Background: an optimization exercise with open tools, aiming at small area, a short achievable clock period and few clock cycles. Do not read the settings as production practice. Only simulation tests tie the RTL to the original design; equivalence was not proved. The clock port is modelled as an ideal driver; clocking choices that lean on that would not hold on a real chip. Power figures rest on the tool's default switching activity, not on a simulated workload.

==> design/flow/design.v <==
`timescale 1ns/1ps
module cpu_core (
    input  logic        clk,
    input  logic        rst,
    input  logic [15:0] instr_in,
    output logic [15:0] pc,
    output logic        dmem_req_valid,
    output logic        dmem_req_store,
    output logic [15:0] dmem_req_addr,
    output logic [15:0] dmem_req_wdata,
    input  logic        dmem_rsp_credit,
    input  logic [15:0] dmem_rsp_rdata
);
    logic [1:0]  cls;
    logic [2:0]  op, dst;
    logic [4:0]  low;
    logic [7:0]  s1, sb;       
    logic        ir_valid;
    logic        credit_q;
    logic        ld_pending;
    logic [2:0]  ld_dst;
    logic [15:0] regs [8];
    logic        clr;
    logic [2:0] f_rb;
    assign f_rb = (instr_in[15:14] == 2'b10) ? instr_in[10:8] : instr_in[4:2];
    logic [15:0] imm;
    assign imm = {{11{low[4]}}, low};
    logic is_alu, is_mem, is_jmp, is_ld;
    assign is_alu = ~cls[1];
    assign is_mem = cls[1] & ~cls[0] & (op[2:1] == 2'b00);
    assign is_ld  = is_mem & ~op[0];
    assign is_jmp = cls[1] & cls[0];
    logic use_s1, use_sb, use_dst;
    assign use_s1  = is_alu | is_mem | (is_jmp & ~op[2]);
    assign use_sb  = (cls == 2'b00) | is_mem | (is_jmp & ~op[2]);
    assign use_dst = is_alu | is_ld;
    logic [15:0] a, rbv;
    always_comb begin
        a   = '0;
        rbv = '0;
        for (int i = 0; i < 8; i++) begin
            a   = a   | (regs[i] & {16{s1[i]}});
            rbv = rbv | (regs[i] & {16{sb[i]}});
        end
    end
    logic [15:0] b;
    logic [2:0]  aop;
    logic        sub;
    logic [15:0] sum;
    logic [15:0] res;
    assign b   = cls == 2'b00 ? rbv : imm;
    assign aop = is_alu ? op : 3'd0;
    assign sub = (aop == 3'd1) | (aop == 3'd7);
    logic [15:0] bx, kp, kg;
    assign bx = b ^ {16{sub}};
    always_comb begin
        logic [15:0] p, g, pn, gn;
        p = a ^ bx;
        g = a & bx;
        g[0] = g[0] | (p[0] & sub);
        kp = p;
        for (int d = 1; d < 16; d = d * 2) begin
            gn = g;
            pn = p;
            for (int i = d; i < 16; i++) begin
                gn[i] = g[i] | (p[i] & g[i-d]);
                pn[i] = p[i] & p[i-d];
            end
            g = gn;
            p = pn;
        end
        kg = g;
    end
    assign sum = kp ^ {kg[14:0], sub};
    always_comb begin
        case (aop)
            3'd0, 3'd1: res = sum;
            3'd2: res = a & b;
            3'd3: res = a | b;
            3'd4: res = a ^ b;
            3'd5: res = a << b[3:0];
            3'd6: res = a >> b[3:0];
            default: res = {15'd0, (a[15] ^ b[15]) ? a[15] : sum[15]};
        endcase
    end
    logic cond, taken;
    always_comb begin
        case (op)
            3'd0: cond = 1'b1;
            3'd1: cond = (a == 16'd0);
            3'd2: cond = (a != 16'd0);
            3'd3: cond = a[15];
            default: cond = 1'b0;
        endcase
    end
    assign taken = ir_valid & is_jmp & cond;
    logic [7:0] ld_oh;
    always_comb begin
        ld_oh = '0;
        ld_oh[ld_dst] = 1'b1;
    end
    logic haz, avail, ld_wr, stall, issue, e_wr;
    assign haz   = ld_pending & ((use_s1 & |(s1 & ld_oh)) |
                                 (use_sb & |(sb & ld_oh)) |
                                 (use_dst & (dst == ld_dst)));
    assign avail = (credit_q & ~dmem_req_valid) | dmem_rsp_credit;
    assign ld_wr = ld_pending & dmem_rsp_credit;
    assign e_wr  = ir_valid & is_alu;
    assign stall = ir_valid & (haz | (is_mem & ~avail) | (is_alu & ld_wr));
    assign issue = ir_valid & is_mem & ~haz & avail;
    logic [7:0]  we;
    logic [2:0]  wa;
    logic [15:0] wd;
    logic        ld_sel, alu_sel;
    assign wa      = ld_wr ? ld_dst : dst;
    assign ld_sel  = ld_wr & ~clr;
    assign alu_sel = ~ld_wr & ~clr;
    assign wd      = ({16{ld_sel}} & dmem_rsp_rdata) | ({16{alu_sel}} & res);
    always_comb begin
        for (int i = 0; i < 8; i++)
            we[i] = clr | ((ld_wr | (e_wr & ~haz)) & (wa == 3'(i)));
    end
    always_ff @(posedge clk) begin
        for (int i = 0; i < 8; i++)
            if (we[i]) regs[i] <= wd;
    end
    always_ff @(posedge clk or posedge rst) begin
        if (rst) clr <= 1'b1;
        else     clr <= 1'b0;
    end
    always_ff @(posedge clk or posedge rst) begin
        if (rst) begin
            pc       <= '0;
            ir_valid <= 1'b0;
        end else if (!stall) begin
            pc       <= taken ? rbv : pc + 16'd1;
            ir_valid <= ~taken;
        end
    end
    always_ff @(posedge clk) begin
        if (!stall) begin
            cls <= instr_in[15:14];
            op  <= instr_in[13:11];
            dst <= instr_in[10:8];
            low <= instr_in[4:0];
            for (int i = 0; i < 8; i++) begin
                s1[i] <= (instr_in[7:5] == 3'(i));
                sb[i] <= (f_rb == 3'(i));
            end
        end
    end
    always_ff @(posedge clk or posedge rst) begin
        if (rst) begin
            dmem_req_valid <= 1'b0;
            credit_q       <= 1'b1;
            ld_pending     <= 1'b0;
        end else begin
            dmem_req_valid <= issue;
            credit_q       <= avail & ~issue;
            if (issue) ld_pending <= is_ld;
            else if (dmem_rsp_credit) ld_pending <= 1'b0;
        end
    end
    always_ff @(posedge clk) begin
        dmem_req_store <= op[0];
        dmem_req_addr  <= sum;
        dmem_req_wdata <= rbv;
        if (issue) ld_dst <= dst;
    end
endmodule
==> design/flow/flow/run.sh <==
#!/bin/bash
# Standard layout (the standard flow's synthesis, constraints and steps) with these
# changes to how it is made:
#  - port buffers are buf_1 cells instead of the default choice;
#  - up to clock-tree synthesis, timing repair aims for a setup margin of
#    M1 ns, so the resizer improves the critical paths below the 10 ns clock;
#    it repairs the worst path only (TNS_END_PERCENT 0), since only the
#    worst slack counts;
set -euo pipefail
M1=6.5
M2=6.0
BUF="BUFFER_PORTS_ARGS=-buffer_cell sky130_fd_sc_hd__buf_1"
bash standard.sh SETUP_SLACK_MARGIN=$M1 TNS_END_PERCENT=0 "$BUF" cts > flow_make_1.log 2>&1
bash standard.sh SETUP_SLACK_MARGIN=$M2 TNS_END_PERCENT=0 "$BUF" finish > flow_make_2.log 2>&1
==> design/flow/standard.sh <==
#!/bin/bash
# synth_recipe.tcl (not shown) runs the flow's synth.tcl, then flattens the netlist and writes it again
# the make line also repeats each setting of config.mk as NAME=value (left out here)
make -C /OpenROAD-flow-scripts/flow DESIGN_CONFIG=/design/flow/config.mk WORK_HOME=/design/flow/orfs CLKGATE_MAP_FILE= SYNTH_SCRIPT=/design/flow/synth_recipe.tcl "${@:-finish}"
==> design/flow/config.mk <==
export PLATFORM = sky130hd
export DESIGN_NAME = cpu_core
export DESIGN_NICKNAME = cpu_core
export VERILOG_FILES = /design/flow/design.v
export SDC_FILE = /design/flow/constraint.sdc
export NUM_CORES = 4
export LEC_CHECK = 0
export CAP_MARGIN = 20
export CORE_MARGIN = 2
export CORE_UTILIZATION = 50
export CTS_BUF_LIST = sky130_fd_sc_hd__clkbuf_16
export CTS_CLUSTER_DIAMETER = 120
export CTS_CLUSTER_SIZE = 25
export SLEW_MARGIN = 20
==> design/flow/constraint.sdc <==
create_clock -name core_clock -period 10.0 [get_ports {clk}]
set_input_delay 2.0000 -clock core_clock [delete_from_list [all_inputs] [get_ports {clk}]]
set_output_delay 2.0000 -clock core_clock [all_outputs]
set_load 0.01 [all_outputs]
==> results of run 1 <==
==> power by group <==
group | internal, W | total (W) | switching (W)
combinational | 0.000522 | 0.00143 | 0.000910
clock | 0.000240 | 0.000529 | 0.000289
sequential | 0.00127 | 0.00143 | 0.000165
total | 0.00203 | 0.00339 | 0.00136
==> worst paths after layout <==
check / startpoint / to / slack, ns / cells past startpoint
setup / recovery: sb[1] / regs[1][13] / 6.08 / 11
hold / removal: pc[15] / pc[15] / 0.56 / 2
setup reg to reg: sb[1] / regs[1][13] / 6.08 / 11
hold reg to reg: pc[15] / pc[15] / 0.56 / 2
max in group asynchronous: rst / dmem_req_valid / 7.80 / 2
min in group asynchronous: rst / pc[9] / 1.66 / 2
==> per-stage QoR <==
step,util,setup slack [ns],area (um2),hold WS (ns)
global placement,0.527,4.98,12800,0.535
finish,0.584,6.08,14200,0.556
floorplan,-,6.36,12400,0.404
detailed placement,0.527,4.80,12800,0.542
global route,0.584,5.95,14200,0.589
CTS,0.583,6.27,14100,0.560
==> metal layers <==
layer | share of wire | up-vias | track usage
met5 | 0 | - | 0
met4 | 0.061 | 0 | 0.165
met3 | 0.11 | 144 | 0.0589
met2 | 0.44 | 797 | 0.534
met1 | 0.39 | 5326 | 0.462
li1 | - | 4774 | -
==> registers in the layout (all words and copies together), names as in the netlist, 2 cells and up <==
signal	count
op	3
s1	8
dst	3
regs	128
low	5
cls	2
pc	16
sb	8
dmem_req_wdata	16
ld_dst	3
dmem_req_addr	16
==> cell families after synthesis <==
group                    after synthesis
buffers and inverters                138
flip-flops                           214
AND/OR/NAND/NOR                      297
adder cells (fa/ha/maj)               53
multiplexers                          30
other                                  1
AO/OA/AOI/OAI                        387
XOR/XNOR                              34
==> area by class of cell <==
cell class,instances,area share
Inverter,60,0.0170
Clock inverter,7,0.00274
Multi-Input combinational cell,805,0.420
Timing Repair Buffer,193,0.0851
Timing Repair inverter,1,0.000354
Sequential cell,214,0.423
Clock buffer,13,0.0230
Tap cell,324,0.0286
==> layout by cell type (no fill, tap or decap), types with 19 or more instances in the layout <==
cell type | netlist | layout
edfxtp_1 | 160 | 160
a22oi_1 | 140 | 136
buf_4 | 5 | 98
buf_1 | 7 | 84
inv_1 | 59 | 62
nand2_1 | 58 | 58
a21oi_1 | 60 | 54
ha_1 | 52 | 52
nor3_1 | 50 | 49
nor2_1 | 49 | 48
nand4_1 | 39 | 39
o21ai_0 | 56 | 38
dfxtp_1 | 33 | 33
xnor2_1 | 25 | 24
dfrtp_1 | 19 | 19
==> critical path: stages (launching register included) <==
cell and delay, ns:
edfxtp_1 0.49, buf_4 0.17, a22oi_1 0.16, nand4_1 0.22, mux2_4 0.36, buf_4 0.21
clkinvlp_2 0.41, nor3_1 0.12, a21oi_1 0.27, o22ai_1 0.14, o31ai_1 0.47, nand3_1 0.47
==> repair_timing <==
action,CTS,global route
gates resized for setup,79,3
endpoints found under the setup margin,305,40
setup buffers,90,0
pin swaps,48,0
gates cloned,4,0
==> summary.md, run 1 <==
| Metric | Value |
|---|---|
| Status | `no timing/DRC/antenna violations` |
| Leading area contributor after synthesis | `edfxtp_1` |
| WP data required | `10.06 ns` |
| Synth Net Count | `roughly 1200` |
| Final slew viol count | `0` |
| CTS buffer count | `12` |
| Netlist cell types | `between 80 and 90` |
| Gr ovfl total | `0` |
| Simple-Gate Fraction of Synth Area | `0.128` |
| Num ports | `85` |
| H-Tree Depth | `1` |
| Arr. time, crit path | `between 3 and 4 ns` |
| CTS Hold Bufs | `0` |
| P&R area growth vs syn | `15.2%` |
| DRT antenna net count | `0` |
| Crit Path Category | `reg2reg` |
| PortBufs | `84` |
| Die H | `about 160 um` |
| Placer Congestion | `~1.0` |
| Count leader, synth | `edfxtp_1` |
| Layout net count | `1375` |
| Remaining DRCs | `0` |
| Max-Cap Viols | `0` |
| CTS tree | `built` |
| Floorplan die width | `approximately 160 um` |
| Synthesized instance count | `about 1200` |
| Core area | `between 20000 and 25000 um2` |
| Minimum clock period | `3.92 ns` |
| Worst setup EP type | `flop` |
| VDD IR max | `132 uV` |
| Count of final setup violators | `0` |
| Routed wire length | `roughly 45 mm` |
| FF+latch area | `approximately 6000 um2` |
| Worst setup SP type | `flop` |
| Clk slew on worst S/H paths | `0.10 ns` |
| Vias in the first global route | `10300` |
| Combinational family with the most area after synthesis | `compound AO/OA/AOI/OAI gates` |
| Fin crit share | `0.392` |
| Die ar. | `roughly 26000 um2` |
| Clk sinks | `about 210` |
| Mapped Area | `about 12000 um2` |
| Vias post-DR | `~11000` |
| Largest net degree at the start of global routing | `36` |
| Avg Cell Area, Syn | `roughly 11 um2` |
| Hold WC Path Type | `reg2reg` |
| DP Cell Count | `approximately 1500` |
| Sequential area share after synthesis | `0.488` |
| Starting Density | `0.507` |
| Initial antenna violation count | `0` |
| Yosys warning count | `2` |
| TritonRoute pass-1 iters | `5` |
| Share of flip-flops with an asynchronous set or reset | `0.0981` |
| Share of cells above drive strength 1 | `0.166` |
| Final Hold Fails | `0` |
| Setup TNS after final layout | `0 ns` |
| Multiplexer share of the synthesized area | `0.0257` |
| Antenna cells | `0` |
| Fill cells | `roughly 2100` |
| Post-synth EDFFs | `160` |
| Detailed Place HPWL | `about 30 mm` |
| Post-synth top cells | `160 x edfxtp_1, 140 x a22oi_1, 60 x a21oi_1, 59 x inv_1, 58 x nand2_1` |
| Root Buffer | `clkbuf_16` |
| WL per Instance | `27.7 um` |
| Worst-path fanout max | `17` |
| Top cell type's share of synthesized area | `0.391` |
| Post-synthesis compound-gate area fraction | `0.225` |
| Iter 0 DRT Violations | `around 1600` |
| Synth Area in Adders | `0.0546` |
| Non-Filler Instances | `roughly 1600` |
| GRT Util Overall | `0.341` |
| Tot Pwr | `between 0.003 and 0.004 W` |
| Multi-input gate area in the final layout | `slightly below 6000 um2` |
| Max Freq | `around 0.26 GHz` |
| Static Leak | `5.37 nW` |
| Largest cells by area after synthesis | `edfxtp_1 39%, a22oi_1 8.6%, dfxtp_1 5.4%` |
| First-pass GRT wire length | `between 60 and 70 mm` |
| Post-synth top flop | `edfxtp_1` |
| Tightest Pin Transition | `about 0.93 ns` |
| Rows | `57` |
| Worst skew pair latency | `around 0.5 ns` |
| Clock skew | `roughly 0.030 ns` |
| CTS Buffer Depth | `3` |
| Post-Synth XOR/XNOR Area | `0.0248` |
| Max_slew headroom | `0.379` |
| DR vias/cell | `6.83` |
| Number of synthesized register bits | `214` |
| PwrDens | `approximately 240 nW/um2` |
| RSZ-0062 raised after global routing | `yes` |
Testbench counts, summed over its fixed seeds: cycles 43,778.
==> run 2: changes to the inputs <==
--- a/design/flow/flow/run.sh
+++ b/design/flow/flow/run.sh
@@ -7,8 +7,8 @@
 #    it repairs the worst path only (TNS_END_PERCENT 0), since only the
 #    worst slack counts;
 set -euo pipefail
-M1=6.5
-M2=6.0
+M1=6.1
+M2=5.7
 BUF="BUFFER_PORTS_ARGS=-buffer_cell sky130_fd_sc_hd__buf_1"
 bash standard.sh SETUP_SLACK_MARGIN=$M1 TNS_END_PERCENT=0 "$BUF" cts > flow_make_1.log 2>&1
 bash standard.sh SETUP_SLACK_MARGIN=$M2 TNS_END_PERCENT=0 "$BUF" finish > flow_make_2.log 2>&1
==> run 2 against run 1 <==
Compared with the run above:
- still clean
- global-route usage fell by 1.3 points
- die area did not move
- cell count fell by 2.8%
- via count fell by 3.4%
- maximum frequency fell by 9.0%
- sequential share of layout area rose by 1.7 points
- wire length fell by 3.5%
- design area fell by 3.9%
- combinational power fell by 6%
- first-iteration DRC count fell by 2.2%
- highest routed layer unchanged
==> summary.md, run 2 <==
| Metric | Value |
|---|---|
| DR vias/cell | `6.78 (was 6.83)` |
| Post-synth top flop | `edfxtp_1 (unchanged)` |
| Mapped Area | `12300 um2 (unchanged)` |
| Share of flip-flops with an asynchronous set or reset | `0.0981 (unchanged)` |
| Placer Congestion | `1.01 (was 1.03)` |
| WP data required | `10.21 ns (was 10.06 ns)` |
| Final core utilization | `0.561 (was 0.584)` |
| Iter 0 DRT Violations | `1538 (was 1573)` |
| Final slew viol count | `0 (unchanged)` |
| Remaining DRCs | `0 (unchanged)` |
| Die H | `161 um (unchanged)` |
| Yosys warning count | `2 (unchanged)` |
| Clock skew | `0.0325 ns (was 0.0301 ns)` |
| Leading area contributor after synthesis | `edfxtp_1 (unchanged)` |
| Tightest Pin Transition | `1.13 ns (was 0.932 ns)` |
| Worst setup SP type | `flop (unchanged)` |
| Core area | `24200 um2 (unchanged)` |
| Final Hold Fails | `0 (unchanged)` |
| TritonRoute pass-1 iters | `6 (was 5)` |
| Vias post-DR | `10700 (was 11000)` |
| Post-synth top cells | `160 x edfxtp_1, 140 x a22oi_1, 60 x a21oi_1, 59 x inv_1, 58 x nand2_1 (unchanged)` |
| Minimum clock period | `4.31 ns (was 3.92 ns)` |
| Max Freq | `0.232 GHz (was 0.255 GHz)` |
| Post-layout instance area | `13600 um2 (was 14200 um2)` |
| Arr. time, crit path | `4.52 ns (was 3.98 ns)` |
| Root Buffer | `clkbuf_16 (unchanged)` |
| Status | `no timing/DRC/antenna violations (unchanged)` |
| Largest net degree at the start of global routing | `63 (was 36)` |
| Count of final setup violators | `0 (unchanged)` |
| Fin crit share | `0.431 (was 0.392)` |
| CTS buffer count | `13 (was 12)` |
| Share of cells above drive strength 1 | `0.118 (was 0.166)` |
| RSZ-0062 raised after global routing | `yes (unchanged)` |
| Antenna cells | `0 (unchanged)` |
| Num ports | `85 (unchanged)` |
| H-Tree Depth | `1 (unchanged)` |
| WHS | `0.543 ns (was 0.556 ns)` |
| Synthesized instance count | `1154 (unchanged)` |
| Final WS setup | `5.69 ns (was 6.08 ns)` |
| P&R area growth vs syn | `10.7% (was 15.2%)` |
| Biggest register | `regs (unchanged)` |
| Placed inst area | `12800 um2 (about the same)` |
| Worst skew pair latency | `0.50 ns (was 0.49 ns)` |
| DRT antenna net count | `0 (unchanged)` |
| Clk slew on worst S/H paths | `0.10 ns (about the same)` |
| Max reg flops | `128 (unchanged)` |
| Routed wire length | `43.2 mm (was 44.7 mm)` |
| Hold WC Path Type | `reg2reg (unchanged)` |
| CTS Buffer Depth | `3 (unchanged)` |
| Rows | `57 (unchanged)` |
| Initial antenna violation count | `1 (was 0)` |
| Avg Cell Area, Syn | `10.7 um2 (unchanged)` |
| CTS Hold Bufs | `0 (unchanged)` |
| Detailed Place HPWL | `28.6 mm (was 29.2 mm)` |
| PwrDens | `245 nW/um2 (was 240 nW/um2)` |
| Netlist cell types | `84 (unchanged)` |
| Clk sinks | `214 (unchanged)` |
| Worst-path fanout max | `8 (was 17)` |
| Gr ovfl total | `0 (unchanged)` |
| Worst setup path start | `sb[0] (was sb[1])` |
| Count leader, synth | `edfxtp_1 (unchanged)` |
| Post-synth EDFFs | `160 (unchanged)` |
| HP Start | `op[0] (was pc[15])` |
| Worst setup EP type | `flop (unchanged)` |
| Max_slew headroom | `0.246 (was 0.379)` |
| Dpl ws | `4.81 ns (was 4.80 ns)` |
| Setup TNS after final layout | `0 ns (unchanged)` |
| Leading cell type in the layout, fill and taps excluded | `edfxtp_1 (unchanged)` |
| Crit Path Category | `reg2reg (unchanged)` |
| Number of synthesized register bits | `214 (unchanged)` |
| Sequential area share after synthesis | `0.488 (unchanged)` |
| Static Leak | `5.12 nW (was 5.37 nW)` |
| Starting Density | `0.507 (unchanged)` |
| Top cell type's share of synthesized area | `0.391 (unchanged)` |
| Floorplan die width | `161 um (unchanged)` |
| GRT Util Overall | `0.327 (was 0.341)` |
| Layout net count | `1329 (was 1375)` |
| Largest cells by area after synthesis | `edfxtp_1 39%, a22oi_1 8.6%, dfxtp_1 5.4% (unchanged)` |
| PortBufs | `84 (unchanged)` |
| Vias in the first global route | `9999 (was 10300)` |
| Die ar. | `25900 um2 (unchanged)` |
| Synth Net Count | `1242 (unchanged)` |
| Max-Cap Viols | `0 (unchanged)` |
| WL per Instance | `27.5 um (was 27.7 um)` |
| Worst flop-to-flop path startpoint | `sb[0] (was sb[1])` |
| Commonest cells after routing, fill and taps aside | `160 x edfxtp_1, 139 x a22oi_1, 84 x buf_1, 64 x inv_1, 63 x buf_4 (was 160 x edfxtp_1, 136 x a22oi_1, 98 x buf_4, 84 x buf_1, 62 x inv_1)` |
| CTS tree | `built (unchanged)` |
| VDD IR max | `140 uV (was 132 uV)` |
| First-pass GRT wire length | `63.7 mm (was 65.8 mm)` |
run 2: logic make-up (layout without fill, tap and decap cells):
family / after synthesis / after routing / share of synthesized area
simple gates: 297 / 297 / 0.128
fa+ha+maj: 53 / 53 / 0.0546
compound gates: 387 / 387 / 0.225
buf+inv: 138 / 230 / 0.0542
other cells: 1 / 1 / 0.000305
mux: 30 / 32 / 0.0257
flops: 214 / 214 / 0.488
xor+xnor: 34 / 34 / 0.0248
run 2: worst paths after layout:
kind,endpoint,slack (ns),cells past startpoint
max in group asynchronous,pc[1],7.85,2
worst max-delay path,regs[0][15],5.69,14
worst max register to register,regs[0][15],5.69,14
worst min-delay path,dmem_req_store,0.54,1
min in group asynchronous,pc[7],1.63,2
worst min register to register,dmem_req_store,0.54,1
run 2: stage by stage:
step           power, W  cells
2_1_floorplan   0.00218   1154
3_3_place_gp    0.00265   1506
3_5_place_dp    0.00265   1506
4_1_cts         0.00327   1568
5_1_grt         0.00348   1572
6_report        0.00333   1572
run 2: worst max-delay path, stage by stage (launching register included):
cell      delay, ns
edfxtp_1       0.44
buf_4          0.22
buf_4          0.17
a22oi_1        0.17
nand4_1        0.45
o21ai_1        0.52
xnor2_1        0.14
ha_1           0.39
nand2_1        0.08
a21oi_1        0.04
o21ai_0        0.26
o21ai_0        0.14
o31a_1         0.37
xor2_1         0.20
a311o_1        0.41
run 2: final cells by class:
class	count	area (um2)
inverter	60	231
sequential	214	5990
fill	2192	10600
timing repair buffer	148	808
clock inverter	9	77.6
clock buffer	13	325
tap	324	405
multi-input combinational	804	5760
run 2: timing repair:
action | 4_1_cts | 5_1_grt
pin swaps | 10 | 2
setup endpoints to repair | 267 | 105
setup buffers | 38 | 4
gates resized for setup | 30 | 4
cloned | 2 | 0
run 2: where the power goes:
part	internal (W)	total (W)	switching (W)
Clock	0.000249	0.000557	0.000308
Combinational	0.000457	0.00134	0.000888
Sequential	0.00127	0.00143	0.000160
Total	0.00197	0.00333	0.00136
run 2: layer usage:
| metal | global-route usage | routed length, um | up-vias |
|---|---|---|---|
| li1 | - | - | 4652 |
| met1 | 0.467 | 17500 | 5128 |
| met2 | 0.494 | 18500 | 763 |
| met3 | 0.0728 | 5350 | 122 |
| met4 | 0.117 | 1770 | 0 |
| met5 | 0 | 0 | - |
==> run 3: changes to the inputs <==
--- a/design/flow/flow/run.sh
+++ b/design/flow/flow/run.sh
@@ -7,8 +7,8 @@
 #    it repairs the worst path only (TNS_END_PERCENT 0), since only the
 #    worst slack counts;
 set -euo pipefail
-M1=6.1
-M2=5.7
+M1=6.3
+M2=5.9
 BUF="BUFFER_PORTS_ARGS=-buffer_cell sky130_fd_sc_hd__buf_1"
 bash standard.sh SETUP_SLACK_MARGIN=$M1 TNS_END_PERCENT=0 "$BUF" cts > flow_make_1.log 2>&1
 bash standard.sh SETUP_SLACK_MARGIN=$M2 TNS_END_PERCENT=0 "$BUF" finish > flow_make_2.log 2>&1
==> run 3 against run 2 <==
Compared with the run above:
- clock power increased by 0.9%
- maximum frequency increased by 8.4%
- sequential power about the same
- die area unchanged
==> summary.md, run 3 <==
| Metric | Value |
|---|---|
| Share of cells above drive strength 1 | `0.140 (was 0.118)` |
| Initial antenna violation count | `1 (unchanged)` |
| Root Buffer | `clkbuf_16 (unchanged)` |
| CTS buffer count | `13 (unchanged)` |
| Placer Congestion | `0.957 (was 1.01)` |
| Worst setup SP type | `flop (unchanged)` |
| Count of final setup violators | `0 (unchanged)` |
| CTS Buffer Depth | `3 (unchanged)` |
| DP Cell Count | `1504 (was 1506)` |
| Gr ovfl total | `0 (unchanged)` |
| Commonest cells after routing, fill and taps aside | `160 x edfxtp_1, 138 x a22oi_1, 84 x buf_1, 68 x buf_4, 63 x inv_1 (was 160 x edfxtp_1, 139 x a22oi_1, 84 x buf_1, 64 x inv_1, 63 x buf_4)` |
| Starting Density | `0.507 (unchanged)` |
| Crit path top cell by count | `o21ai_0` |
| Mapped Area | `12300 um2 (unchanged)` |
| Worst path slowest cell | `o21ai_0 (was o21ai_1)` |
| Setup TNS after final layout | `0 ns (unchanged)` |
| Sequential area share after synthesis | `0.488 (unchanged)` |
| Count leader, synth | `edfxtp_1 (unchanged)` |
| Post-synth top cells | `160 x edfxtp_1, 140 x a22oi_1, 60 x a21oi_1, 59 x inv_1, 58 x nand2_1 (unchanged)` |
| Vias post-DR | `10800 (was 10700)` |
| Crit Path Category | `reg2reg (unchanged)` |
| Crit-path leading delay family | `compound AO/OA/AOI/OAI gates (unchanged)` |
| Worst skew pair latency | `0.51 ns (was 0.50 ns)` |
| Floorplan die width | `161 um (unchanged)` |
| Rows | `57 (unchanged)` |
| Num ports | `85 (unchanged)` |
| Largest net degree at the start of global routing | `63 (unchanged)` |
| Non-Filler Instances | `1584 (was 1572)` |
| H-Tree Depth | `1 (unchanged)` |
| Post-synth top flop | `edfxtp_1 (unchanged)` |
| WHS | `0.560 ns (was 0.543 ns)` |
| Biggest register | `regs (unchanged)` |
| Arr. time, crit path | `4.18 ns (was 4.52 ns)` |
| WP data required | `10.21 ns (about the same)` |
| Yosys warning count | `2 (unchanged)` |
| Clock skew | `0.0443 ns (was 0.0325 ns)` |
| Leading cell type in the layout, fill and taps excluded | `edfxtp_1 (unchanged)` |
| RSZ-0062 raised after global routing | `yes (unchanged)` |
| Remaining DRCs | `0 (unchanged)` |
| Final slew viol count | `0 (unchanged)` |
| Antenna cells | `0 (unchanged)` |
| Worst setup EP type | `flop (unchanged)` |
| Critical-path cell list | `buf_6, a22oi_1, nand4_1, o21ai_0, xnor2_1, ha_1, o21ai_1, o21ai_0, o31a_1, xor2_1, a311o_2 (was buf_4, buf_4, a22oi_1, nand4_1, o21ai_1, xnor2_1, ha_1, nand2_1, a21oi_1, o21ai_0, o21ai_0, o31a_1, xor2_1, a311o_1)` |
| Top cell type's share of synthesized area | `0.391 (unchanged)` |
| Detailed Place HPWL | `28.5 mm (was 28.6 mm)` |
| Minimum clock period | `3.97 ns (was 4.31 ns)` |
| Max Freq | `0.252 GHz (was 0.232 GHz)` |
| Reg2reg setup slack | `6.03 ns (was 5.69 ns)` |
| Avg Cell Area, Syn | `10.7 um2 (unchanged)` |
| DR vias/cell | `6.80 (was 6.78)` |
| Clk sinks | `214 (unchanged)` |
| Synthesized instance count | `1154 (unchanged)` |
| CTS Hold Bufs | `0 (unchanged)` |
| Clk slew on worst S/H paths | `0.10 ns (about the same)` |
| PortBufs | `84 (unchanged)` |
| Leading area contributor after synthesis | `edfxtp_1 (unchanged)` |
| Max reg flops | `128 (unchanged)` |
| TritonRoute pass-1 iters | `6 (unchanged)` |
| Post-synth EDFFs | `160 (unchanged)` |
| Status | `no timing/DRC/antenna violations (unchanged)` |
| PwrDens | `244 nW/um2 (was 245 nW/um2)` |
| Max_slew headroom | `0.333 (was 0.246)` |
| Tot Pwr | `0.00338 W (was 0.00333 W)` |
| Die H | `161 um (unchanged)` |
| CTS tree | `built (unchanged)` |
| Share of flip-flops with an asynchronous set or reset | `0.0981 (unchanged)` |
| Core area | `24200 um2 (unchanged)` |
| WL per Instance | `27.1 um (was 27.5 um)` |
| Max-Cap Viols | `0 (unchanged)` |
| Die ar. | `25900 um2 (unchanged)` |
| Vias in the first global route | `9930 (was 9999)` |
| Met1 usage | `0.466 (was 0.467)` |
| GRT Util Overall | `0.327 (about the same)` |
| Most Crowded Layer GR | `met2 (unchanged)` |
| Number of synthesized register bits | `214 (unchanged)` |
| Static Leak | `5.20 nW (was 5.12 nW)` |
| Iter 0 DRT Violations | `1538 (unchanged)` |
| P&R area growth vs syn | `12.5% (was 10.7%)` |
| Routed wire length | `42.9 mm (was 43.2 mm)` |
| Layout net count | `1341 (was 1329)` |
| Final Hold Fails | `0 (unchanged)` |
| Hold WC Path Type | `reg2reg (unchanged)` |
| Placed inst area | `12800 um2 (unchanged)` |
| DRT antenna net count | `0 (unchanged)` |
| Largest cells by area after synthesis | `edfxtp_1 39%, a22oi_1 8.6%, dfxtp_1 5.4% (unchanged)` |
| First-pass GRT wire length | `63.4 mm (was 63.7 mm)` |
| Met3 Usage GRT | `0.0692 (was 0.0728)` |
| Netlist cell types | `84 (unchanged)` |
| Worst-path fanout max | `16 (was 8)` |
| Crit-path max cell delay | `0.54 ns (was 0.52 ns)` |
| VDD IR max | `128 uV (was 140 uV)` |
| GRT met2 Usage | `0.485 (was 0.494)` |
| Fin crit share | `0.397 (was 0.431)` |
| Post-layout instance area | `13800 um2 (was 13600 um2)` |
| WP buf/inv | `1 (was 2)` |
| Synth Net Count | `1242 (unchanged)` |
| Tightest Pin Transition | `0.989 ns (was 1.13 ns)` |
## run 3: cells by family (layout without fill, tap and decap cells)
kind of cell | Yosys count | count (layout) | synth area share
simple gates | 297 | 297 | 0.128
other cells | 1 | 1 | 0.000305
compound gates | 387 | 387 | 0.225
buf+inv | 138 | 242 | 0.0542
fa+ha+maj | 53 | 53 | 0.0546
flops | 214 | 214 | 0.488
mux | 30 | 32 | 0.0257
xor+xnor | 34 | 34 | 0.0248
## run 3: worst paths after layout
kind	startpoint	endpoint	depth (start not counted)
min	pc[15]	pc[15]	2
max reg2reg	sb[7]	regs[2][15]	11
min reg2reg	pc[15]	pc[15]	2
max in group asynchronous	rst	pc[15]	2
min in group asynchronous	rst	pc[2]	2
max	sb[7]	regs[2][15]	11
## run 3: layer usage
metal / part of all wire / routed length, um / vias up
met5: 0.0047 / 201 / -
met4: 0.047 / 2020 / 6
met3: 0.12 / 5050 / 123
met2: 0.42 / 18200 / 784
met1: 0.41 / 17400 / 5166
li1: - / - / 4685
## run 3: stage by stage
stage | worst slack [ns] | utilization
2_1_floorplan | 6.25 | -
3_3_place_gp | 4.98 | 0.526
3_5_place_dp | 4.80 | 0.526
4_1_cts | 6.10 | 0.566
5_1_grt | 5.86 | 0.570
6_report | 6.03 | 0.570
## run 3: worst register-to-register path, cell delays in order, from the launching register on
cell	delay [ns]
edfxtp_1	0.44
buf_6	0.20
a22oi_1	0.20
nand4_1	0.44
o21ai_0	0.54
xnor2_1	0.17
ha_1	0.42
o21ai_1	0.16
o21ai_0	0.12
o31a_1	0.36
xor2_1	0.20
a311o_2	0.42
## run 3: cell type report
cell class / instances / area (um2)
Clock inverter: 9 / 67.6
Inverter: 60 / 231
Sequential cell: 214 / 5990
Multi-Input combinational cell: 804 / 5880
Timing Repair Buffer: 160 / 920
Tap cell: 324 / 405
Clock buffer: 13 / 325
Fill cell: 2156 / 10400
## run 3: what timing repair did
item                                    in CTS  in global routing
resized for setup                           63                  9
endpoints found under the setup margin     268                 65
pin swaps                                   23                 11
buffers inserted                            46                 10
gates cloned                                 2                  0
## run 3: power by group
| part | total (W) | leakage (nW) | switching [W] | internal [W] |
|---|---|---|---|---|
| sequential | 0.00143 | 2.19 | 0.000163 | 0.00127 |
| clock | 0.000562 | 0.212 | 0.000312 | 0.000250 |
| combinational | 0.00138 | 2.79 | 0.000895 | 0.000489 |
| total | 0.00338 | 5.20 | 0.00137 | 0.00201 |
==> run 4: changes to the inputs <==
--- a/design/flow/flow/run.sh
+++ b/design/flow/flow/run.sh
@@ -6,9 +6,12 @@
 #    M1 ns, so the resizer improves the critical paths below the 10 ns clock;
 #    it repairs the worst path only (TNS_END_PERCENT 0), since only the
 #    worst slack counts;
+#  - after the standard post-CTS repair, flow/post_cts.tcl runs one more
+#    sizing-only repair pass toward the same margin;
 set -euo pipefail
-M1=6.3
-M2=5.9
+M1=6.4
+M2=6.0
 BUF="BUFFER_PORTS_ARGS=-buffer_cell sky130_fd_sc_hd__buf_1"
-bash standard.sh SETUP_SLACK_MARGIN=$M1 TNS_END_PERCENT=0 "$BUF" cts > flow_make_1.log 2>&1
+HOOK="POST_CTS_TCL=$PWD/flow/post_cts.tcl"
+bash standard.sh SETUP_SLACK_MARGIN=$M1 TNS_END_PERCENT=0 "$BUF" "$HOOK" cts > flow_make_1.log 2>&1
 bash standard.sh SETUP_SLACK_MARGIN=$M2 TNS_END_PERCENT=0 "$BUF" finish > flow_make_2.log 2>&1
==> design/flow/flow/post_cts.tcl (new file) <==
# Extra sizing pass after the standard post-CTS repair: upsize and swap pins
# only, toward the same setup margin, then legalize again.
repair_timing -setup -setup_margin $::env(SETUP_SLACK_MARGIN) -repair_tns 0 -sequence sizeup,swap -verbose
detailed_placement
check_placement -verbose
==> run 4 against run 3 <==
Compared with the run above:
- still clean on timing, DRC and antenna
- cell count rose by 2.7%
- synthesized cell count did not move
- die area stayed put
- sequential cell count unchanged
- largest cell class is now multi-input combinational cells
- clock power about the same
- sequential power barely moved
- core utilization up 2.7 points
- via count is 2.7% higher
- clock skew rose by 0.0014 ns
- sequential share of layout area shrank 2.0 points
- critical path depth rose by 1
==> summary.md, run 4 <==
| Metric | Value |
|---|---|
| Sequential area share after synthesis | `0.488 (unchanged)` |
| Fin crit share | `0.387 (was 0.397)` |
| DR vias/cell | `6.80 (about the same)` |
| WHS | `0.560 ns (about the same)` |
| Reg2reg setup slack | `6.13 ns (was 6.03 ns)` |
| Post-synth EDFFs | `160 (unchanged)` |
| Synthesized instance count | `1154 (unchanged)` |
| Largest net degree at the start of global routing | `63 (unchanged)` |
| Critical-path cell list | `buf_4, a22oi_1, nand4_1, ha_1, a21o_1, nand2_1, a21oi_1, o21ai_1, o21ai_1, o31a_1, xor2_1, a311o_2 (was buf_6, a22oi_1, nand4_1, o21ai_0, xnor2_1, ha_1, o21ai_1, o21ai_0, o31a_1, xor2_1, a311o_2)` |
| PwrDens | `241 nW/um2 (was 244 nW/um2)` |
| Final slew viol count | `0 (unchanged)` |
| Floorplan die width | `161 um (unchanged)` |
| Starting Density | `0.507 (unchanged)` |
| Layout net count | `1383 (was 1341)` |
| Biggest register | `regs (unchanged)` |
| Max Freq | `0.259 GHz (was 0.252 GHz)` |
| Max_slew headroom | `0.337 (was 0.333)` |
| R2r endpoint | `regs[2][15] (unchanged)` |
| Gr ovfl total | `0 (unchanged)` |
| VDD IR max | `129 uV (was 128 uV)` |
| Clock power frac | `0.160 (was 0.166)` |
| Share of cells above drive strength 1 | `0.189 (was 0.140)` |
| Crit-path leading delay family | `compound AO/OA/AOI/OAI gates (unchanged)` |
| Iter 0 DRT Violations | `1553 (was 1538)` |
| Worst setup EP type | `flop (unchanged)` |
| Max-Cap Viols | `0 (unchanged)` |
| PortBufs | `84 (unchanged)` |
| Crit Path Category | `reg2reg (unchanged)` |
| Num ports | `85 (unchanged)` |
| Clock skew | `0.0457 ns (was 0.0443 ns)` |
| Post-synth top flop | `edfxtp_1 (unchanged)` |
| Leading cell type in the layout, fill and taps excluded | `edfxtp_1 (unchanged)` |
| Worst path slowest cell | `nand4_1 (was o21ai_0)` |
| Count of final setup violators | `0 (unchanged)` |
| Worst flop-to-flop path startpoint | `s1[6] (was sb[7])` |
| Seq pwr share | `0.410 (was 0.424)` |
| Arr. time, crit path | `4.07 ns (was 4.18 ns)` |
| Number of synthesized register bits | `214 (unchanged)` |
| CTS tree | `built (unchanged)` |
| Count leader, synth | `edfxtp_1 (unchanged)` |
| DRT antenna net count | `0 (unchanged)` |
| Antenna cells | `0 (unchanged)` |
| TritonRoute pass-1 iters | `7 (was 6)` |
| Rows | `57 (unchanged)` |
| Crit-path max cell delay | `0.62 ns (was 0.54 ns)` |
| WP data required | `10.21 ns (about the same)` |
| Int Power | `0.00208 W (was 0.00201 W)` |
| Net Sw Power | `0.00142 W (was 0.00137 W)` |
| Detailed Place HPWL | `28.5 mm (unchanged)` |
| Initial antenna violation count | `1 (unchanged)` |
| Placer Congestion | `0.957 (unchanged)` |
| Setup TNS after final layout | `0 ns (unchanged)` |
| Commonest cells after routing, fill and taps aside | `160 x edfxtp_1, 129 x a22oi_1, 93 x buf_4, 84 x buf_1, 61 x inv_1 (was 160 x edfxtp_1, 138 x a22oi_1, 84 x buf_1, 68 x buf_4, 63 x inv_1)` |
| Hold WC Path Type | `reg2reg (unchanged)` |
| Sw Share | `0.405 (was 0.406)` |
| Share of flip-flops with an asynchronous set or reset | `0.0981 (unchanged)` |
| Worst setup SP type | `flop (unchanged)` |
| Vias in the first global route | `10300 (was 9930)` |
| Static Leak | `5.49 nW (was 5.20 nW)` |
| Crit path top cell by count | `o21ai_1 (was o21ai_0)` |
| RSZ-0062 raised after global routing | `yes (unchanged)` |
| Remaining DRCs | `0 (unchanged)` |
| Synth Net Count | `1242 (unchanged)` |
| P&R area growth vs syn | `17.9% (was 12.5%)` |
| Post-synth top cells | `160 x edfxtp_1, 140 x a22oi_1, 60 x a21oi_1, 59 x inv_1, 58 x nand2_1 (unchanged)` |
| Netlist cell types | `84 (unchanged)` |
| Mapped Area | `12300 um2 (unchanged)` |
| First-pass GRT wire length | `65.9 mm (was 63.4 mm)` |
| Logic gate share of total power | `0.429 (was 0.410)` |
| HP Start | `pc[15] (unchanged)` |
| Routed wire length | `44.2 mm (was 42.9 mm)` |
| Worst Reg2Reg Path Length in Cells | `12 (was 11)` |
| Clk sinks | `214 (unchanged)` |
| Top cell type's share of synthesized area | `0.391 (unchanged)` |
| Vias post-DR | `11100 (was 10800)` |
| Hold path endpoint | `pc[15] (unchanged)` |
| Max reg flops | `128 (unchanged)` |
| Largest cells by area after synthesis | `edfxtp_1 39%, a22oi_1 8.6%, dfxtp_1 5.4% (unchanged)` |
| Leading area contributor after synthesis | `edfxtp_1 (unchanged)` |
| Clk slew on worst S/H paths | `0.10 ns (about the same)` |
| Worst skew pair latency | `0.51 ns (about the same)` |
| Minimum clock period | `3.87 ns (was 3.97 ns)` |
| Placed inst area | `12800 um2 (unchanged)` |
| GRT Util Overall | `0.339 (was 0.327)` |
| Avg Cell Area, Syn | `10.7 um2 (unchanged)` |
| Die H | `161 um (unchanged)` |
| Hold path depth | `2 (unchanged)` |
| Core area | `24200 um2 (unchanged)` |
| Die ar. | `25900 um2 (unchanged)` |
| Status | `no timing/DRC/antenna violations (unchanged)` |
| Post-layout instance area | `14500 um2 (was 13800 um2)` |
| Yosys warning count | `2 (unchanged)` |
| WP buf/inv | `1 (unchanged)` |
| Worst-path fanout max | `17 (was 16)` |
| Tightest Pin Transition | `0.984 ns (was 0.989 ns)` |
| WL per Instance | `27.2 um (was 27.1 um)` |
| Final Hold Fails | `0 (unchanged)` |
## run 4: stage by stage
| stage | power (W) | instances | setup slack [ns] | utilization |
|---|---|---|---|---|
| 5_1_grt | 0.00365 | 1626 | 5.96 | 0.597 |
| 3_5_place_dp | 0.00264 | 1504 | 4.80 | 0.526 |
| 3_3_place_gp | 0.00265 | 1504 | 4.98 | 0.526 |
| 2_1_floorplan | 0.00219 | 1154 | 6.25 | - |
| 6_report | 0.00350 | 1626 | 6.13 | 0.597 |
## run 4: power by group through the flow
stage	clock, W	combinational, W	sequential [W]
after floorplan	0	0.000760	0.00143
after global placement	0	0.00118	0.00146
after detailed placement	0	0.00119	0.00145
after global routing	0.000600	0.00160	0.00146
final	0.000561	0.00150	0.00144
## run 4: cells by family (layout without fill, tap and decap cells)
group	count (synthesis)	in the layout	share of synthesized area
compound gates	387	387	0.225
simple gates	297	297	0.128
flops	214	214	0.488
buf+inv	138	284	0.0542
fa+ha+maj	53	53	0.0546
xor+xnor	34	34	0.0248
mux	30	32	0.0257
other cells	1	1	0.000305
## run 4: worst min-delay path: cells and delay by family, from the launching register on
| family | cells | cell delay (ns) |
|---|---|---|
| AOI/OAI and AO/OA | 1 | 0.06 |
| DFF | 1 | 0.41 |
| buffers and inverters | 1 | 0.06 |
## run 4: per-layer routing
| metal | up-vias | GRT usage | part of all wire |
|---|---|---|---|
| li1 | 4767 | - | - |
| met1 | 5342 | 0.483 | 0.40 |
| met2 | 816 | 0.507 | 0.43 |
| met3 | 134 | 0.0718 | 0.12 |
| met4 | 0 | 0.140 | 0.047 |
| met5 | - | 0 | 0 |
## run 4: worst max-delay path by stage
stage | start | end | slack, ns | depth (start not counted)
floorplan | dmem_rsp_credit | regs[3][0] | 6.25 | 4
global placement | sb[0] | regs[2][5] | 4.98 | 13
detailed placement | sb[0] | regs[6][5] | 4.80 | 13
global route | sb[7] | regs[6][5] | 5.96 | 14
finish | s1[6] | regs[2][15] | 6.13 | 12
## run 4: final cells by class
cell class                      count  area [um2]
Multi-Input combinational cell    804        6060
Timing Repair Buffer              202        1400
Sequential cell                   214        5990
Clock buffer                       13         325
Fill cell                        2083        9760
Tap cell                          324         405
Clock inverter                      9        67.6
Inverter                           60         243
==> run 5: changes to the inputs <==
--- a/design/flow/flow/run.sh
+++ b/design/flow/flow/run.sh
@@ -9,8 +9,8 @@
 #  - after the standard post-CTS repair, flow/post_cts.tcl runs one more
 #    sizing-only repair pass toward the same margin;
 set -euo pipefail
-M1=6.4
-M2=6.0
+M1=6.5
+M2=6.1
 BUF="BUFFER_PORTS_ARGS=-buffer_cell sky130_fd_sc_hd__buf_1"
 HOOK="POST_CTS_TCL=$PWD/flow/post_cts.tcl"
 bash standard.sh SETUP_SLACK_MARGIN=$M1 TNS_END_PERCENT=0 "$BUF" "$HOOK" cts > flow_make_1.log 2>&1
==> run 5 against run 4 <==
Compared with the run above:
- combinational power is 3% lower
- setup slack improved by 0.026 ns
- synthesized cell count unchanged
- sequential power barely moved
- critical endpoint is now regs[5][14]
- global-route usage grew 0.16 points
- critical path type unchanged
- still clean on timing, DRC and antenna
- wire length rose by 1.5%
- total power decreased by 2.1%
- largest power group unchanged
- via count down 0.12%
- register-to-register slack gained 0.03 ns
- sequential cell count is the same
- design area is 1.5% lower
==> summary.md, run 5 <==
| Metric | Value |
|---|---|
| Clock power frac | `0.154 (was 0.160)` |
| Max reg flops | `128 (unchanged)` |
| Share of cells above drive strength 1 | `0.178 (was 0.189)` |
| Synth Net Count | `1242 (unchanged)` |
| CTS tree | `built (unchanged)` |
| First-pass GRT wire length | `65.8 mm (was 65.9 mm)` |
| Placer Congestion | `1.03 (was 0.957)` |
| Crit Path Category | `reg2reg (unchanged)` |
| Clock skew | `0.0305 ns (was 0.0457 ns)` |
| Die H | `161 um (unchanged)` |
| Count leader, synth | `edfxtp_1 (unchanged)` |
| Max_slew headroom | `0.417 (was 0.337)` |
| P&R area growth vs syn | `16.1% (was 17.9%)` |
| Leading area contributor after synthesis | `edfxtp_1 (unchanged)` |
| DRT antenna net count | `0 (unchanged)` |
| Iter 0 DRT Violations | `1534 (was 1553)` |
| Non-Filler Instances | `1623 (was 1626)` |
| Minimum clock period | `3.84 ns (was 3.87 ns)` |
| WP data required | `10.24 ns (was 10.21 ns)` |
| Worst setup SP type | `flop (unchanged)` |
| Routed wire length | `44.9 mm (was 44.2 mm)` |
| Final core utilization | `0.588 (was 0.597)` |
| Layout net count | `1381 (was 1383)` |
| Worst skew pair latency | `0.50 ns (was 0.51 ns)` |
| Post-synth EDFFs | `160 (unchanged)` |
| Clk sinks | `214 (unchanged)` |
| FF+latch area | `5990 um2 (unchanged)` |
| Crit-path max cell delay | `0.50 ns (was 0.62 ns)` |
| Fin crit share | `0.384 (was 0.387)` |
| Vias post-DR | `11000 (was 11100)` |
| Int Power | `0.00205 W (was 0.00208 W)` |
| Worst path slowest cell | `edfxtp_1 (was nand4_1)` |
| Worst-path fanout max | `8 (was 17)` |
| RSZ-0062 raised after global routing | `yes (unchanged)` |
| HP Start | `pc[15] (unchanged)` |
| Top cell type's share of synthesized area | `0.391 (unchanged)` |
| Status | `no timing/DRC/antenna violations (unchanged)` |
| Initial antenna violation count | `0 (was 1)` |
| Antenna cells | `0 (unchanged)` |
| Hold WC Path Type | `reg2reg (unchanged)` |
| Leading cell type in the layout, fill and taps excluded | `edfxtp_1 (unchanged)` |
| Sequential area share after synthesis | `0.488 (unchanged)` |
| Post-synth top cells | `160 x edfxtp_1, 140 x a22oi_1, 60 x a21oi_1, 59 x inv_1, 58 x nand2_1 (unchanged)` |
| PortBufs | `84 (unchanged)` |
| Remaining DRCs | `0 (unchanged)` |
| Synthesized instance count | `1154 (unchanged)` |
| Final Hold Fails | `0 (unchanged)` |
| Worst setup EP type | `flop (unchanged)` |
| WL per Instance | `27.6 um (was 27.2 um)` |
| Vias in the first global route | `10300 (about the same)` |
| Tightest Pin Transition | `0.873 ns (was 0.984 ns)` |
| Worst setup path start | `sb[7] (was s1[6])` |
| Arr. time, crit path | `4.08 ns (was 4.07 ns)` |
| VDD IR max | `132 uV (was 129 uV)` |
| Logic gate share of total power | `0.427 (was 0.429)` |
| Final slew viol count | `0 (unchanged)` |
| Share of flip-flops with an asynchronous set or reset | `0.0981 (unchanged)` |
| Seq pwr share | `0.418 (was 0.410)` |
| GRT Util Overall | `0.341 (was 0.339)` |
| Netlist cell types | `84 (unchanged)` |
| Max-Cap Viols | `0 (unchanged)` |
| Num ports | `85 (unchanged)` |
| TritonRoute pass-1 iters | `7 (unchanged)` |
| Sw Share | `0.402 (was 0.405)` |
| PwrDens | `240 nW/um2 (was 241 nW/um2)` |
| Die ar. | `25900 um2 (unchanged)` |
| Post-synth top flop | `edfxtp_1 (unchanged)` |
| Setup TNS after final layout | `0 ns (unchanged)` |
| Multi-input gate area in the final layout | `6000 um2 (was 6060 um2)` |
| Gr ovfl total | `0 (unchanged)` |
| Count of final setup violators | `0 (unchanged)` |
| Mapped Area | `12300 um2 (unchanged)` |
| Rows | `57 (unchanged)` |
| Avg Cell Area, Syn | `10.7 um2 (unchanged)` |
| Fill cells | `2076 (was 2083)` |
| Starting Density | `0.507 (unchanged)` |
| Number of synthesized register bits | `214 (unchanged)` |
| Detailed Place HPWL | `29.2 mm (was 28.5 mm)` |
| Largest cells by area after synthesis | `edfxtp_1 39%, a22oi_1 8.6%, dfxtp_1 5.4% (unchanged)` |
| Max Freq | `0.260 GHz (was 0.259 GHz)` |
| DP Cell Count | `1503 (was 1504)` |
| Commonest cells after routing, fill and taps aside | `160 x edfxtp_1, 135 x a22oi_1, 101 x buf_4, 84 x buf_1, 62 x inv_1 (was 160 x edfxtp_1, 129 x a22oi_1, 93 x buf_4, 84 x buf_1, 61 x inv_1)` |
| WHS | `0.556 ns (was 0.560 ns)` |
| Yosys warning count | `2 (unchanged)` |
| Largest net degree at the start of global routing | `36 (was 63)` |
| Clk slew on worst S/H paths | `0.10 ns (about the same)` |
| Core area | `24200 um2 (unchanged)` |
| Net Sw Power | `0.00138 W (was 0.00142 W)` |
| Critical-path cell list | `buf_4, a22oi_2, nand4_1, and3_4, nor3_4, fa_2, nor2b_1, o21a_1, o21ai_2, a31o_4, a311oi_2, or3_1, a31oi_1, a22oi_2, buf_4 (was buf_4, a22oi_1, nand4_1, ha_1, a21o_1, nand2_1, a21oi_1, o21ai_1, o21ai_1, o31a_1, xor2_1, a311o_2)` |
| Worst flop-to-flop path startpoint | `sb[7] (was s1[6])` |
| Static Leak | `5.42 nW (was 5.49 nW)` |
| DR vias/cell | `6.81 (was 6.80)` |
| Floorplan die width | `161 um (unchanged)` |
| Biggest register | `regs (unchanged)` |
run 5: cell types whose count changed in the layout (fill, tap and decap cells not counted), sizes merged:
| cell | previous run | this run |
|---|---|---|
| clkinv | 0 | 1 |
| inv | 67 | 64 |
| buf | 202 | 199 |
| o21ai | 59 | 60 |
| clkinvlp | 2 | 3 |
run 5: worst paths after layout:
kind	endpoint	slack, ns	depth (start not counted)
setup / recovery	regs[5][14]	6.16	15
hold reg to reg	pc[15]	0.56	2
setup reg to reg	regs[5][14]	6.16	15
min in group asynchronous	pc[9]	1.66	2
max in group asynchronous	dmem_req_valid	7.80	2
hold / removal	pc[15]	0.56	2
run 5: area by class of cell:
cell class                      count  area share
Multi-Input combinational cell    805       0.420
Sequential cell                   214       0.420
Timing Repair Buffer              199      0.0884
Tap cell                          324      0.0284
Clock buffer                       13      0.0228
Inverter                           60      0.0168
Clock inverter                      7     0.00272
Timing Repair inverter              1    0.000351
run 5: logic make-up (layout without fill, tap and decap cells):
| kind of cell | count (synthesis) | after routing | share of synthesized area |
|---|---|---|---|
| compound gates | 387 | 388 | 0.225 |
| xor+xnor | 34 | 34 | 0.0248 |
| fa+ha+maj | 53 | 53 | 0.0546 |
| buf+inv | 138 | 280 | 0.0542 |
| flops | 214 | 214 | 0.488 |
| mux | 30 | 32 | 0.0257 |
| other cells | 1 | 1 | 0.000305 |
| simple gates | 297 | 297 | 0.128 |
run 5: power by group through the flow:
stage                     clock [W]  combinational [W]  sequential [W]
after floorplan                   0           0.000768         0.00143
after global placement            0            0.00119         0.00146
after detailed placement          0            0.00119         0.00146
after global routing       0.000568            0.00155         0.00145
final                      0.000529            0.00146         0.00143
run 5: per-stage QoR:
step / total power [W] / worst slack [ns] / instance area [um2]
2_1_floorplan: 0.00220 / 6.36 / 12400
3_3_place_gp: 0.00265 / 4.98 / 12800
3_5_place_dp: 0.00265 / 4.80 / 12800
5_1_grt: 0.00357 / 6.05 / 14300
6_report: 0.00342 / 6.16 / 14300
run 5: per-layer routing:
layer | part of all wire | up-vias | wire length, um | global-route usage
met4 | 0.064 | 0 | 2860 | 0.172
li1 | - | 4781 | - | -
met2 | 0.44 | 805 | 19600 | 0.529
met5 | 0 | - | 0 | 0
met1 | 0.39 | 5299 | 17500 | 0.462
met3 | 0.11 | 161 | 4850 | 0.0615
run 5: worst max-delay path: cells and delay by family (launching register included):
kind	cells	cell delay, ns
AO/OA/AOI/OAI	7	1.26
adder cells (fa/ha/maj)	1	0.26
buffers and inverters	2	0.41
flip-flops	1	0.50
AND/OR/NAND/NOR	5	1.18
==> run 6: changes to the inputs <==
--- a/design/flow/flow/run.sh
+++ b/design/flow/flow/run.sh
@@ -9,8 +9,8 @@
 #  - after the standard post-CTS repair, flow/post_cts.tcl runs one more
 #    sizing-only repair pass toward the same margin;
 set -euo pipefail
-M1=6.5
-M2=6.1
+M1=6.3
+M2=5.95
 BUF="BUFFER_PORTS_ARGS=-buffer_cell sky130_fd_sc_hd__buf_1"
 HOOK="POST_CTS_TCL=$PWD/flow/post_cts.tcl"
 bash standard.sh SETUP_SLACK_MARGIN=$M1 TNS_END_PERCENT=0 "$BUF" "$HOOK" cts > flow_make_1.log 2>&1
--- a/design/flow/config.mk
+++ b/design/flow/config.mk
@@ -7,7 +7,7 @@
 export LEC_CHECK = 0
 export CAP_MARGIN = 20
 export CORE_MARGIN = 2
-export CORE_UTILIZATION = 50
+export CORE_UTILIZATION = 55
 export CTS_BUF_LIST = sky130_fd_sc_hd__clkbuf_16
 export CTS_CLUSTER_DIAMETER = 120
 export CTS_CLUSTER_SIZE = 25
==> run 6 against run 5 <==
Compared with the run above:
- still clean on timing, DRC and antenna
- total power fell by 0.73%
- cell count fell by 4.4%
- sequential cell count did not move
- global-route usage rose by 1.9 points
- synthesized cell count did not move
- critical path type unchanged
- highest routed layer unchanged
==> summary.md, run 6 <==
| Metric | Value |
|---|---|
| Status | `no timing/DRC/antenna violations (unchanged)` |
| DP Cell Count | `1452 (was 1503)` |
| Netlist cell types | `84 (unchanged)` |
| Placer Congestion | `0.985 (was 1.03)` |
| Routed wire length | `43.6 mm (was 44.9 mm)` |
| Multi-input gate area in the final layout | `5890 um2 (was 6000 um2)` |
| Antenna cells | `0 (unchanged)` |
| Crit-path leading delay family | `compound AO/OA/AOI/OAI gates (unchanged)` |
| Initial antenna violation count | `1 (was 0)` |
| Vias in the first global route | `10200 (was 10300)` |
| WP data required | `10.19 ns (was 10.24 ns)` |
| Arr. time, crit path | `4.22 ns (was 4.08 ns)` |
| Placed inst area | `12600 um2 (was 12800 um2)` |
| Share of cells above drive strength 1 | `0.153 (was 0.178)` |
| Final core utilization | `0.633 (was 0.588)` |
| Synth Net Count | `1242 (unchanged)` |
| DRT antenna net count | `0 (unchanged)` |
| Iter 0 DRT Violations | `1652 (was 1534)` |
| P&R area growth vs syn | `12.7% (was 16.1%)` |
| Leading area contributor after synthesis | `edfxtp_1 (unchanged)` |
| Crit-path max cell delay | `0.56 ns (was 0.50 ns)` |
| CTS tree | `built (unchanged)` |
| Mapped Area | `12300 um2 (unchanged)` |
| Reg2reg setup slack | `5.96 ns (was 6.16 ns)` |
| Yosys warning count | `2 (unchanged)` |
| Static Leak | `5.25 nW (was 5.42 nW)` |
| Core area | `21900 um2 (was 24200 um2)` |
| Fill cells | `1853 (was 2076)` |
| Tightest Pin Transition | `1.03 ns (was 0.873 ns)` |
| Worst-path fanout max | `15 (was 8)` |
| Count leader, synth | `edfxtp_1 (unchanged)` |
| Vias post-DR | `11000 (about the same)` |
| Layout net count | `1352 (was 1381)` |
| FF+latch area | `5990 um2 (unchanged)` |
| Final slew viol count | `0 (unchanged)` |
| Leading cell type in the layout, fill and taps excluded | `edfxtp_1 (unchanged)` |
| WL per Instance | `28.1 um (was 27.6 um)` |
| Minimum clock period | `4.04 ns (was 3.84 ns)` |
| PwrDens | `245 nW/um2 (was 240 nW/um2)` |
| Post-layout instance area | `13800 um2 (was 14300 um2)` |
| DR vias/cell | `7.09 (was 6.81)` |
| Number of synthesized register bits | `214 (unchanged)` |
| Critical-path cell list | `buf_4, buf_4, a22oi_2, buf_4, a41oi_4, nor3_1, a21oi_2, a21oi_1, a211oi_1, o211a_1, a221o_1 (was buf_4, a22oi_2, nand4_1, and3_4, nor3_4, fa_2, nor2b_1, o21a_1, o21ai_2, a31o_4, a311oi_2, or3_1, a31oi_1, a22oi_2, buf_4)` |
| Clock skew | `0.0270 ns (was 0.0305 ns)` |
| Synthesized instance count | `1154 (unchanged)` |
| Largest net degree at the start of global routing | `45 (was 36)` |
| Avg Cell Area, Syn | `10.7 um2 (unchanged)` |
| HP Start | `pc[15] (unchanged)` |
| Max reg flops | `128 (unchanged)` |
| Crit path top cell by count | `buf_4` |
| TritonRoute pass-1 iters | `9 (was 7)` |
| Worst flop-to-flop path startpoint | `sb[6] (was sb[7])` |
| Biggest register | `regs (unchanged)` |
| Largest cells by area after synthesis | `edfxtp_1 39%, a22oi_1 8.6%, dfxtp_1 5.4% (unchanged)` |
| Crit Path Category | `reg2reg (unchanged)` |
| Hold WC Path Type | `reg2reg (unchanged)` |
| Max-Cap Viols | `0 (unchanged)` |
| Post-synth EDFFs | `160 (unchanged)` |
| Gr ovfl total | `0 (unchanged)` |
| Worst Reg2Reg Path Length in Cells | `11 (was 15)` |
| Die ar. | `23600 um2 (was 25900 um2)` |
| Floorplan die width | `153 um (was 161 um)` |
| Clk slew on worst S/H paths | `0.10 ns (about the same)` |
| Max_slew headroom | `0.305 (was 0.417)` |
| Final Hold Fails | `0 (unchanged)` |
| Clk sinks | `214 (unchanged)` |
| Top cell type's share of synthesized area | `0.391 (unchanged)` |
| Die H | `153 um (was 161 um)` |
| Remaining DRCs | `0 (unchanged)` |
| Fin crit share | `0.404 (was 0.384)` |
| Non-Filler Instances | `1551 (was 1623)` |
| VDD IR max | `169 uV (was 132 uV)` |
| Worst setup EP type | `flop (unchanged)` |
| Count of final setup violators | `0 (unchanged)` |
| Max Freq | `0.248 GHz (was 0.260 GHz)` |
| Starting Density | `0.561 (was 0.507)` |
| Setup TNS after final layout | `0 ns (unchanged)` |
| Detailed Place HPWL | `29.0 mm (was 29.2 mm)` |
| WP buf/inv | `3 (was 2)` |
| WHS | `0.567 ns (was 0.556 ns)` |
| R2r endpoint | `regs[3][4] (was regs[5][14])` |
| Post-synth top flop | `edfxtp_1 (unchanged)` |
| Worst skew pair latency | `0.49 ns (was 0.50 ns)` |
| RSZ-0062 raised after global routing | `yes (unchanged)` |
| GRT Util Overall | `0.360 (was 0.341)` |
| Worst setup SP type | `flop (unchanged)` |
| CP Depth | `11 (was 15)` |
| Worst path slowest cell | `nor3_1 (was edfxtp_1)` |
| Commonest cells after routing, fill and taps aside | `160 x edfxtp_1, 138 x a22oi_1, 84 x buf_1, 83 x buf_4, 62 x inv_1 (was 160 x edfxtp_1, 135 x a22oi_1, 101 x buf_4, 84 x buf_1, 62 x inv_1)` |
| Hold path endpoint | `pc[15] (unchanged)` |
| First-pass GRT wire length | `64.2 mm (was 65.8 mm)` |
| Num ports | `85 (unchanged)` |
| Hold path depth | `2 (unchanged)` |
| Post-synth top cells | `160 x edfxtp_1, 140 x a22oi_1, 60 x a21oi_1, 59 x inv_1, 58 x nand2_1 (unchanged)` |
| PortBufs | `84 (unchanged)` |
| Sequential area share after synthesis | `0.488 (unchanged)` |
| Rows | `54 (was 57)` |
| Share of flip-flops with an asynchronous set or reset | `0.0981 (unchanged)` |
## run 6: cell counts after synthesis
No cell type changed its count.
## run 6: cell type report
cell class	instances	area share
sequential	214	0.433
multi-input combinational	804	0.425
timing repair buffer	170	0.0702
tap	280	0.0253
clock buffer	13	0.0235
inverter	60	0.0172
clock inverter	9	0.00560
timing repair inverter	1	0.000361
## run 6: where the power goes
group / internal (W) / switching [W]
Sequential: 0.00127 / 0.000166
Clock: 0.000250 / 0.000305
Combinational: 0.000500 / 0.000910
## run 6: logic make-up (layout without fill, tap and decap cells)
family / Yosys count / in the layout / share of synthesized area
flops: 214 / 214 / 0.488
mux: 30 / 32 / 0.0257
fa+ha+maj: 53 / 53 / 0.0546
xor+xnor: 34 / 34 / 0.0248
simple gates: 297 / 297 / 0.128
other cells: 1 / 1 / 0.000305
compound gates: 387 / 387 / 0.225
buf+inv: 138 / 253 / 0.0542
## run 6: worst min-delay path: stages (launching register included)
cell and delay (ns):
dfrtp_1 0.41, inv_1 0.06, a22oi_1 0.06
## run 6: worst max path at each step
stage                    start     endpoint
3_5_place_dp             sb[0]   regs[0][5]
5_1_grt                  sb[5]  regs[0][14]
2_1_floorplan  dmem_rsp_credit   regs[3][0]
6_report                 sb[6]   regs[3][4]
3_3_place_gp             sb[0]   regs[0][5]
## run 6: layer usage
layer / wire (um) / global-route usage / vias up
met5: 0 / 0 / -
met4: 2200 / 0.153 / 0
met3: 5520 / 0.0660 / 143
met2: 19200 / 0.547 / 885
met1: 16700 / 0.511 / 5247
li1: - / - / 4714
## run 6: through the flow
stage / setup WS [ns] / power [W]
global placement: 4.70 / 0.00265
floorplan: 6.25 / 0.00219
detailed placement: 4.62 / 0.00264
global route: 5.91 / 0.00354
finish: 5.96 / 0.00340
==> run 7: changes to the inputs <==
--- a/design/flow/config.mk
+++ b/design/flow/config.mk
@@ -7,7 +7,7 @@
 export LEC_CHECK = 0
 export CAP_MARGIN = 20
 export CORE_MARGIN = 2
-export CORE_UTILIZATION = 55
+export CORE_UTILIZATION = 45
 export CTS_BUF_LIST = sky130_fd_sc_hd__clkbuf_16
 export CTS_CLUSTER_DIAMETER = 120
 export CTS_CLUSTER_SIZE = 25
==> run 7 against run 6 <==
Compared with the run above:
- wire length is 3.9% higher
- clock power is 0.7% lower
- die area grew 22%
- synthesized cell count unchanged
- highest routed layer unchanged
- setup slack lost 0.035 ns
- largest power group is now combinational cells
- critical path type unchanged
- largest cell class unchanged
- still clean on timing, DRC and antenna
==> summary.md, run 7 <==
| Metric | Value |
|---|---|
| Final slew viol count | `0 (unchanged)` |
| DR vias/cell | `6.78 (was 7.09)` |
| Yosys warning count | `2 (unchanged)` |
| Clock skew | `0.0293 ns (was 0.0270 ns)` |
| Antenna cells | `0 (unchanged)` |
| Share of flip-flops with an asynchronous set or reset | `0.0981 (unchanged)` |
| Fill cells | `2419 (was 1853)` |
| Layout net count | `1360 (was 1352)` |
| Placer Congestion | `0.993 (was 0.985)` |
| Worst setup EP type | `flop (unchanged)` |
| Number of synthesized register bits | `214 (unchanged)` |
| Multi-input gate area in the final layout | `5920 um2 (was 5890 um2)` |
| Setup TNS after final layout | `0 ns (unchanged)` |
| Fin crit share | `0.407 (was 0.404)` |
| Commonest cells after routing, fill and taps aside | `160 x edfxtp_1, 134 x a22oi_1, 84 x buf_1, 82 x buf_4, 62 x inv_1 (was 160 x edfxtp_1, 138 x a22oi_1, 84 x buf_1, 83 x buf_4, 62 x inv_1)` |
| Status | `no timing/DRC/antenna violations (unchanged)` |
| Vias in the first global route | `10400 (was 10200)` |
| WP buf/inv | `3 (unchanged)` |
| Final core utilization | `0.523 (was 0.633)` |
| Dpl ws | `4.81 ns (was 4.62 ns)` |
| Vias post-DR | `11000 (about the same)` |
| Mapped Area | `12300 um2 (unchanged)` |
| Crit Path Category | `reg2reg (unchanged)` |
| WP data required | `10.07 ns (was 10.19 ns)` |
| Routed wire length | `45.3 mm (was 43.6 mm)` |
| Arr. time, crit path | `4.14 ns (was 4.22 ns)` |
| P&R area growth vs syn | `14.3% (was 12.7%)` |
| Count of final setup violators | `0 (unchanged)` |
| Max-Cap Viols | `0 (unchanged)` |
| Leading cell type in the layout, fill and taps excluded | `edfxtp_1 (unchanged)` |
| Static Leak | `5.30 nW (was 5.25 nW)` |
| FF+latch area | `5990 um2 (unchanged)` |
| Post-synth EDFFs | `160 (unchanged)` |
| Worst path slowest cell | `o31ai_1 (was nor3_1)` |
-- run 7: cell counts after synthesis --
No cell type changed its count.
-- run 7: worst paths after layout --
| path | start | endpoint | slack [ns] | depth (start not counted) |
|---|---|---|---|---|
| setup / recovery | sb[0] | regs[7][13] | 5.93 | 11 |
| hold reg to reg | pc[15] | pc[15] | 0.55 | 2 |
| hold / removal | pc[15] | pc[15] | 0.55 | 2 |
| setup reg to reg | sb[0] | regs[7][13] | 5.93 | 11 |
| max in group asynchronous | rst | pc[10] | 7.80 | 2 |
| min in group asynchronous | rst | ir_valid | 1.66 | 2 |
-- run 7: logic make-up (layout without fill, tap and decap cells) --
logic type / count (synthesis) / in the layout / share of synthesized area
mux: 30 / 32 / 0.0257
fa+ha+maj: 53 / 53 / 0.0546
compound gates: 387 / 387 / 0.225
xor+xnor: 34 / 34 / 0.0248
flops: 214 / 214 / 0.488
simple gates: 297 / 297 / 0.128
other cells: 1 / 1 / 0.000305
buf+inv: 138 / 260 / 0.0542
-- run 7: layout make-up --
class,instances,area share
Sequential cell,214,0.427
Multi-Input combinational cell,804,0.421
Timing Repair Buffer,180,0.0781
Tap cell,341,0.0304
Clock buffer,14,0.0249
Inverter,60,0.0167
Clock inverter,6,0.00196
-- run 7: worst register-to-register path: stages (launching register included) --
cell and delay [ns]:
edfxtp_1 0.43, buf_6 0.19, buf_4 0.16, a22oi_2 0.22, buf_4 0.17, a41oi_4 0.33
nor3_2 0.44, a21oi_1 0.15, a21oi_1 0.42, o22ai_1 0.18, o31ai_1 0.49, nand3_1 0.47
-- run 7: metrics by stage --
step | cells | hold WS [ns] | power [W]
final | 1619 | 0.554 | 0.00342
after floorplan | 1154 | 0.404 | 0.00219
after global placement | 1516 | 0.534 | 0.00264
after global routing | 1619 | 0.594 | 0.00357
after detailed placement | 1516 | 0.545 | 0.00265
-- run 7: layer usage --
| layer | vias up | wire (um) | track usage | part of all wire |
|---|---|---|---|---|
| met5 | - | 0 | 0 | 0 |
| met4 | 0 | 2620 | 0.159 | 0.058 |
| met3 | 149 | 5060 | 0.0557 | 0.11 |
| met2 | 801 | 20100 | 0.482 | 0.44 |
| met1 | 5317 | 17500 | 0.415 | 0.39 |
| li1 | 4714 | - | - | - |
-- run 7: power breakdown --
group,internal [W],switching [W]
combinational,0.000515,0.000921
clock,0.000255,0.000296
sequential,0.00127,0.000163
total,0.00204,0.00138

Check on run 7: ideal ports give 5.929 ns setup slack; a clkbuf_16 on the clock port and buf_2 on the inputs give 5.929 ns; moving port delays by the midpoint clock arrival (0.524 ns) as well gives 5.663 ns.
